Context: an optimization exercise on an open-source flow, tuned for small area, a short achievable clock period and few clock cycles per item. The choices shown serve that exercise and are no tape-out recipe.
In this exercise RTL edits were held to simulation tests only and were not proved equivalent to the original.
Power and IR drop assume default switching activity.

Setup of v57:
==> flow/design.v <==
`default_nettype none
package bmem_pkg;
    localparam int WORD_BITS = 32;
    localparam int BEAT_BITS = 64;
    localparam int LINE_BITS = 256;
    localparam int BEATS_PER_LINE = LINE_BITS / BEAT_BITS;
    localparam int WORDS_PER_LINE = LINE_BITS / WORD_BITS;
    localparam int OFFSET_BITS = $clog2(LINE_BITS / 8);
    typedef union packed {
        logic [BEATS_PER_LINE-1:0][BEAT_BITS-1:0] beats;
        logic [WORDS_PER_LINE-1:0][WORD_BITS-1:0] words;
    } line_t;
endpackage
`default_nettype wire
`default_nettype none
module bmem_bridge
#(
    parameter int ADDR_W = 32
) (
    input  wire logic                 clk,
    input  wire logic                 rst,
    input  wire logic                 fetch_req_i,
    input  wire logic [ADDR_W-1:0]    fetch_addr_i,
    output logic                      fetch_resp_o,
    output logic      [bmem_pkg::WORD_BITS-1:0] fetch_word_o,
    input  wire logic                 dline_read_i,
    input  wire logic                 dline_write_i,
    input  wire logic [ADDR_W-1:0]    dline_addr_i,
    input  wire logic [bmem_pkg::LINE_BITS-1:0] dline_wdata_i,
    output logic                      dline_resp_o,
    output logic      [bmem_pkg::LINE_BITS-1:0] dline_rdata_o,
    output logic      [ADDR_W-1:0]    bmem_addr_o,
    output logic                      bmem_read_o,
    output logic                      bmem_write_o,
    output logic      [bmem_pkg::BEAT_BITS-1:0] bmem_wdata_o,
    input  wire logic                 bmem_ready_i,
    input  wire logic [bmem_pkg::BEAT_BITS-1:0] bmem_rdata_i,
    input  wire logic                 bmem_rvalid_i
);
    localparam int OFF   = bmem_pkg::OFFSET_BITS;
    localparam int TAG_W = ADDR_W - OFF;
    logic [3:0][63:0]   buf_q;
    logic [TAG_W-1:0]   tag_q;
    logic               iv_q;        
    logic               rd_busy;
    logic               rd_data_q;   
    logic [3:0]         st_q;        
    logic [3:0]         arr_q;
    logic               wr_act_q;
    logic [3:0]         wsel_q;
    logic               rlock_q;
    logic               rlock_data_q;
    logic               f_match;
    logic [3:0]         f_ok;
    logic [63:0]        f_beat;
    logic [31:0]        f_buf_word;
    logic [31:0]        f_bus_word;
    assign rd_busy = |arr_q;
    assign f_match = iv_q && (tag_q == fetch_addr_i[ADDR_W-1:OFF]);
    assign f_ok    = st_q | (arr_q & {4{bmem_rvalid_i && !rd_data_q}});
    assign f_beat     = buf_q[fetch_addr_i[4:3]];
    assign f_buf_word = fetch_addr_i[2] ? f_beat[63:32] : f_beat[31:0];
    assign f_bus_word = fetch_addr_i[2] ? bmem_rdata_i[63:32] : bmem_rdata_i[31:0];
    assign fetch_resp_o = fetch_req_i && f_match && f_ok[fetch_addr_i[4:3]];
    assign fetch_word_o = st_q[fetch_addr_i[4:3]] ? f_buf_word : f_bus_word;
    logic               f_miss;
    logic               d_pend;
    logic               g_fetch;
    logic               g_dread;
    logic               g_write;
    logic               a_data;
    logic               fmiss_q;
    logic [5:0]         dwait_q;
    logic               d_rd_ok;
    logic               d_late;
    logic               f_first;
    assign f_miss  = fetch_req_i && !(f_match && st_q[fetch_addr_i[4:3]]);
    assign d_late  = (dwait_q == 6'h3f);
    assign f_first = fmiss_q && !d_late;
    assign d_rd_ok = !fetch_req_i || f_miss || (fetch_addr_i[4:3] == 2'd3) || d_late;
    assign d_pend  = dline_read_i || dline_write_i;
    assign g_fetch = !rd_busy && !wr_act_q && (rlock_q ? !rlock_data_q : (f_miss && (f_first || !d_pend)));
    assign g_write = !rd_busy && (wr_act_q || (!rlock_q && dline_write_i && !f_first));
    assign g_dread = !rd_busy && !wr_act_q && (rlock_q ? rlock_data_q : (dline_read_i && !f_first && d_rd_ok));
    assign a_data  = (d_pend && !f_first && !rlock_q) || wr_act_q || (rlock_q && rlock_data_q);
    assign bmem_read_o  = g_fetch || g_dread;
    assign bmem_write_o = g_write;
    assign bmem_addr_o  = {(a_data ? dline_addr_i[ADDR_W-1:OFF] : fetch_addr_i[ADDR_W-1:OFF]), {OFF{1'b0}}};
    always_comb begin
        bmem_wdata_o = '0;
        for (int k = 0; k < 4; k++) begin
            bmem_wdata_o = bmem_wdata_o | (dline_wdata_i[64*k +: 64] & {64{wsel_q[k]}});
        end
    end
    logic               last_rbeat;
    logic               last_wbeat;
    assign last_rbeat = arr_q[3] && bmem_rvalid_i;
    assign last_wbeat = wsel_q[3] && bmem_ready_i;
    assign dline_resp_o  = (last_rbeat && rd_data_q) || last_wbeat;
    assign dline_rdata_o = {bmem_rdata_i, buf_q[2], buf_q[1], buf_q[0]};
    always_ff @(posedge clk) begin
        if (rst) begin
            iv_q      <= 1'b0;
            rd_data_q <= 1'b0;
            wr_act_q  <= 1'b0;
            wsel_q    <= 4'd1;
            rlock_q   <= 1'b0;
            rlock_data_q <= 1'b0;
            st_q      <= 4'd0;
            arr_q     <= 4'd0;
            fmiss_q   <= 1'b0;
            dwait_q   <= 6'd0;
        end else begin
            fmiss_q   <= (f_miss && !fetch_resp_o && !(g_fetch && bmem_ready_i)) ||
                         (fetch_resp_o && fetch_addr_i[4:3] == 2'd3);
            if (!d_pend || g_dread || g_write) begin
                dwait_q <= 6'd0;
            end else if (dwait_q != 6'h3f) begin
                dwait_q <= dwait_q + 6'd1;
            end
            if (bmem_read_o) begin
                rlock_q      <= !bmem_ready_i;
                rlock_data_q <= g_dread;
                if (bmem_ready_i) begin
                    rd_data_q <= g_dread;
                    iv_q      <= g_dread ? iv_q : 1'b1;
                    st_q      <= g_dread ? (st_q & 4'b1000) : 4'd0;
                    arr_q     <= 4'd1;
                end
            end
            if (bmem_rvalid_i) begin
                st_q   <= rd_data_q ? st_q : (st_q | arr_q);
                arr_q  <= {arr_q[2:0], 1'b0};
            end
            if (g_write) begin
                wr_act_q <= !last_wbeat;
                if (bmem_ready_i) begin
                    wsel_q <= {wsel_q[2:0], wsel_q[3]};
                end
                if (tag_q == dline_addr_i[ADDR_W-1:OFF]) begin
                    iv_q <= 1'b0;
                end
            end
        end
    end
    always_ff @(posedge clk) begin
        if (g_fetch && bmem_ready_i) begin
            tag_q <= bmem_addr_o[ADDR_W-1:OFF];
        end
        for (int k = 0; k < 4; k++) begin
            if (bmem_rvalid_i && arr_q[k] && !(rd_data_q && k == 3)) begin
                buf_q[k] <= bmem_rdata_i;
            end
        end
    end
endmodule
`default_nettype wire
clock: 5.0 ns
lec_check: 0
cap_margin: 20
core_area: 5 5 225 225
die_area: 0 0 230 230
setup_slack_margin: 2.0
slew_margin: 20
standard.sh (not shown) runs the stock make flow with config.mk's settings and CLKGATE_MAP_FILE= SYNTH_SCRIPT=/design/flow/synth_recipe.tcl, a recipe that flattens the netlist after the stock synthesis.
==> flow/flow/run.sh <==
#!/bin/bash
# Standard layout, with the smallest buffer on every input and output port,
# and without the slow wide OR/NOR cells (on top of the platform's don't-use
# list) in synthesis and repair.
set -euo pipefail
export BUFFER_PORTS_ARGS="-buffer_cell sky130_fd_sc_hd__buf_1"
PLATFORM_DONT_USE="sky130_fd_sc_hd__probe_p_8 sky130_fd_sc_hd__probec_p_8 sky130_fd_sc_hd__lpflow_bleeder_1 sky130_fd_sc_hd__lpflow_clkbufkapwr_1 sky130_fd_sc_hd__lpflow_clkbufkapwr_16 sky130_fd_sc_hd__lpflow_clkbufkapwr_2 sky130_fd_sc_hd__lpflow_clkbufkapwr_4 sky130_fd_sc_hd__lpflow_clkbufkapwr_8 sky130_fd_sc_hd__lpflow_clkinvkapwr_1 sky130_fd_sc_hd__lpflow_clkinvkapwr_16 sky130_fd_sc_hd__lpflow_clkinvkapwr_2 sky130_fd_sc_hd__lpflow_clkinvkapwr_4 sky130_fd_sc_hd__lpflow_clkinvkapwr_8 sky130_fd_sc_hd__lpflow_decapkapwr_12 sky130_fd_sc_hd__lpflow_decapkapwr_3 sky130_fd_sc_hd__lpflow_decapkapwr_4 sky130_fd_sc_hd__lpflow_decapkapwr_6 sky130_fd_sc_hd__lpflow_decapkapwr_8 sky130_fd_sc_hd__lpflow_inputiso0n_1 sky130_fd_sc_hd__lpflow_inputiso0p_1 sky130_fd_sc_hd__lpflow_inputiso1n_1 sky130_fd_sc_hd__lpflow_inputiso1p_1 sky130_fd_sc_hd__lpflow_inputisolatch_1 sky130_fd_sc_hd__lpflow_isobufsrc_1 sky130_fd_sc_hd__lpflow_isobufsrc_16 sky130_fd_sc_hd__lpflow_isobufsrc_2 sky130_fd_sc_hd__lpflow_isobufsrc_4 sky130_fd_sc_hd__lpflow_isobufsrc_8 sky130_fd_sc_hd__lpflow_isobufsrckapwr_16 sky130_fd_sc_hd__lpflow_lsbuf_lh_hl_isowell_tap_1 sky130_fd_sc_hd__lpflow_lsbuf_lh_hl_isowell_tap_2 sky130_fd_sc_hd__lpflow_lsbuf_lh_hl_isowell_tap_4 sky130_fd_sc_hd__lpflow_lsbuf_lh_isowell_4 sky130_fd_sc_hd__lpflow_lsbuf_lh_isowell_tap_1 sky130_fd_sc_hd__lpflow_lsbuf_lh_isowell_tap_2 sky130_fd_sc_hd__lpflow_lsbuf_lh_isowell_tap_4 sky130_fd_sc_hd__fill_1 sky130_fd_sc_hd__fill_2 sky130_fd_sc_hd__fill_4 sky130_fd_sc_hd__fill_8 "
SLOW="sky130_fd_sc_hd__or3_1 sky130_fd_sc_hd__or3_2 sky130_fd_sc_hd__or3_4 sky130_fd_sc_hd__or3b_1 sky130_fd_sc_hd__or3b_2 sky130_fd_sc_hd__or3b_4 sky130_fd_sc_hd__or4_1 sky130_fd_sc_hd__or4_2 sky130_fd_sc_hd__or4_4 sky130_fd_sc_hd__or4b_1 sky130_fd_sc_hd__or4b_2 sky130_fd_sc_hd__or4b_4 sky130_fd_sc_hd__or4bb_1 sky130_fd_sc_hd__or4bb_2 sky130_fd_sc_hd__or4bb_4 sky130_fd_sc_hd__nor4_1 sky130_fd_sc_hd__nor4_2 sky130_fd_sc_hd__nor4_4 sky130_fd_sc_hd__nor4b_1 sky130_fd_sc_hd__nor4b_2 sky130_fd_sc_hd__nor4b_4 sky130_fd_sc_hd__nor4bb_1 sky130_fd_sc_hd__nor4bb_2 sky130_fd_sc_hd__nor4bb_4"
bash standard.sh "DONT_USE_CELLS=$PLATFORM_DONT_USE $SLOW" finish > standard_flow.log 2>&1
Testbench counts of v57, summed over its fixed seeds: cycles 5,809, items 2,640.
Input changes introduced in v5 (baseline for comparison: v57):
-- flow/config.mk --
<<< v57, line 10
>>> v5, line 10
export CTS_BUF_LIST = sky130_fd_sc_hd__clkbuf_4 sky130_fd_sc_hd__clkbuf_8
export CTS_CLUSTER_DIAMETER = 60
export CTS_CLUSTER_SIZE = 20
--- outcome ---
- Share of total power in the clock network: v5 vs v57 down 11 points
- Detailed-routed wire length on met2 of v5 exceeds that of v57 slightly.
- On placed standard-cell area, v57 tracks v5 almost exactly.
- In v5 the count of clock buffers in the final design turned out about 35% lower than in v57.
- The worst setup slack of v5 was inferior to that of v57.
- There was hardly any difference in timing-limited maximum frequency between v57 and v5.
- v5 ends up with a number of antenna diodes that is 8 lower than in v57.
- TritonCTS buffer count in v5 vs v57: down about 27%
Changes in v21 relative to v5:
-- flow/config.mk --
<<< v5, line 10
export CTS_BUF_LIST = sky130_fd_sc_hd__clkbuf_4 sky130_fd_sc_hd__clkbuf_8
export CTS_CLUSTER_DIAMETER = 60
export CTS_CLUSTER_SIZE = 20
>>> v21, line 10
<<< v5, line 14
export SETUP_SLACK_MARGIN = 2.0
>>> v21, line 11
export SETUP_SLACK_MARGIN = 1.6
## What came out
- In summary, v21 completed successfully, with a layout that passed the timing, design-rule and antenna checks.
- Looking at part of the total power dissipated in the clock network across v21 and v5, the one that comes out lower is v5.
- Compared with v5, v21 shows a clock skew that is 0.017 ns lower.
- Total power of v21 is higher than that of v5.
- Re aggregate routed wire length: v21 and v5 aren't equal, and the higher value belongs to v5.
- In v21 the first-pass iteration count of the detailed router turned out 2 higher than in v5.
- On final worst setup slack: between v21 and v5, it ends up lower for v5.
- Of v21 and v5, it is v21 that has the higher setup slack on the worst flop-to-flop path.
- Minimum period implied by the final worst setup slack, v21 and v5: higher on v5
- On end-of-flow core utilization, v5 tracks v21 almost exactly.
- Clock-cell share of area was lower in v5 than in v21.
- The lower via count of the first global-routing pass of v21 and v5 is in v21.
#### Input delta (v54 over v21)
-- flow/config.mk --
<<< v21, line 10
>>> v54, line 10
export CTS_CLUSTER_DIAMETER = 60
export CTS_CLUSTER_SIZE = 20
<<< v21, line 11
export SETUP_SLACK_MARGIN = 1.6
>>> v54, line 13
export SETUP_SLACK_MARGIN = 2.0
Notes after the runs:
v54 and v21 ended up with roughly the same sequential share of layout area. Comparing v54 with v21, the final-layout fill cell count came out essentially unchanged. Taking v21 as the reference point, the first-iteration DRC count of v54 falls by about 10%. Hold-critical path depth is lower on v54. v54 vs. v21: total CTS buffers -37%, number of iterations in the first detailed-routing pass -1, length of routed met2 wiring +about 2.2%.

## afterwards: timing with drivers on the ports
No port has a modelled driver above. Below, the same layouts with a new extraction and two added sets of constraints.
Step 1 assumes that a clkbuf_16 drives the clock port and a buf_2 every other input.
Step 2, shift: input delay + t, output delay - t, t = (earliest + latest rising clock arrival at the registers) / 2. This alone moves slack from input paths to output paths.
a / b / c = no drivers / after step 1 / after step 2; a / b = the first two.
run	t, ns	setup slack, ns	worst setup path at the end	worst register clock-pin slew, ns	cell pins on the clock port's net
v57	0.617	1.409 / 1.301 / 1.301	input to output	0.07 / 0.07	1
v5	0.627	1.400 / 1.326 / 1.326	input to output	0.12 / 0.12	1
v21	0.567	1.425 / 1.261 / 1.261	input to output	0.06 / 0.06	1
v54	0.589	1.411 / 1.307 / 1.307	input to output	0.09 / 0.09	1
After both steps setup and hold are still met in every run listed. The setup slack of v21, which loses most, moves by -0.164 ns with the drivers and by -0.164 ns with both steps.
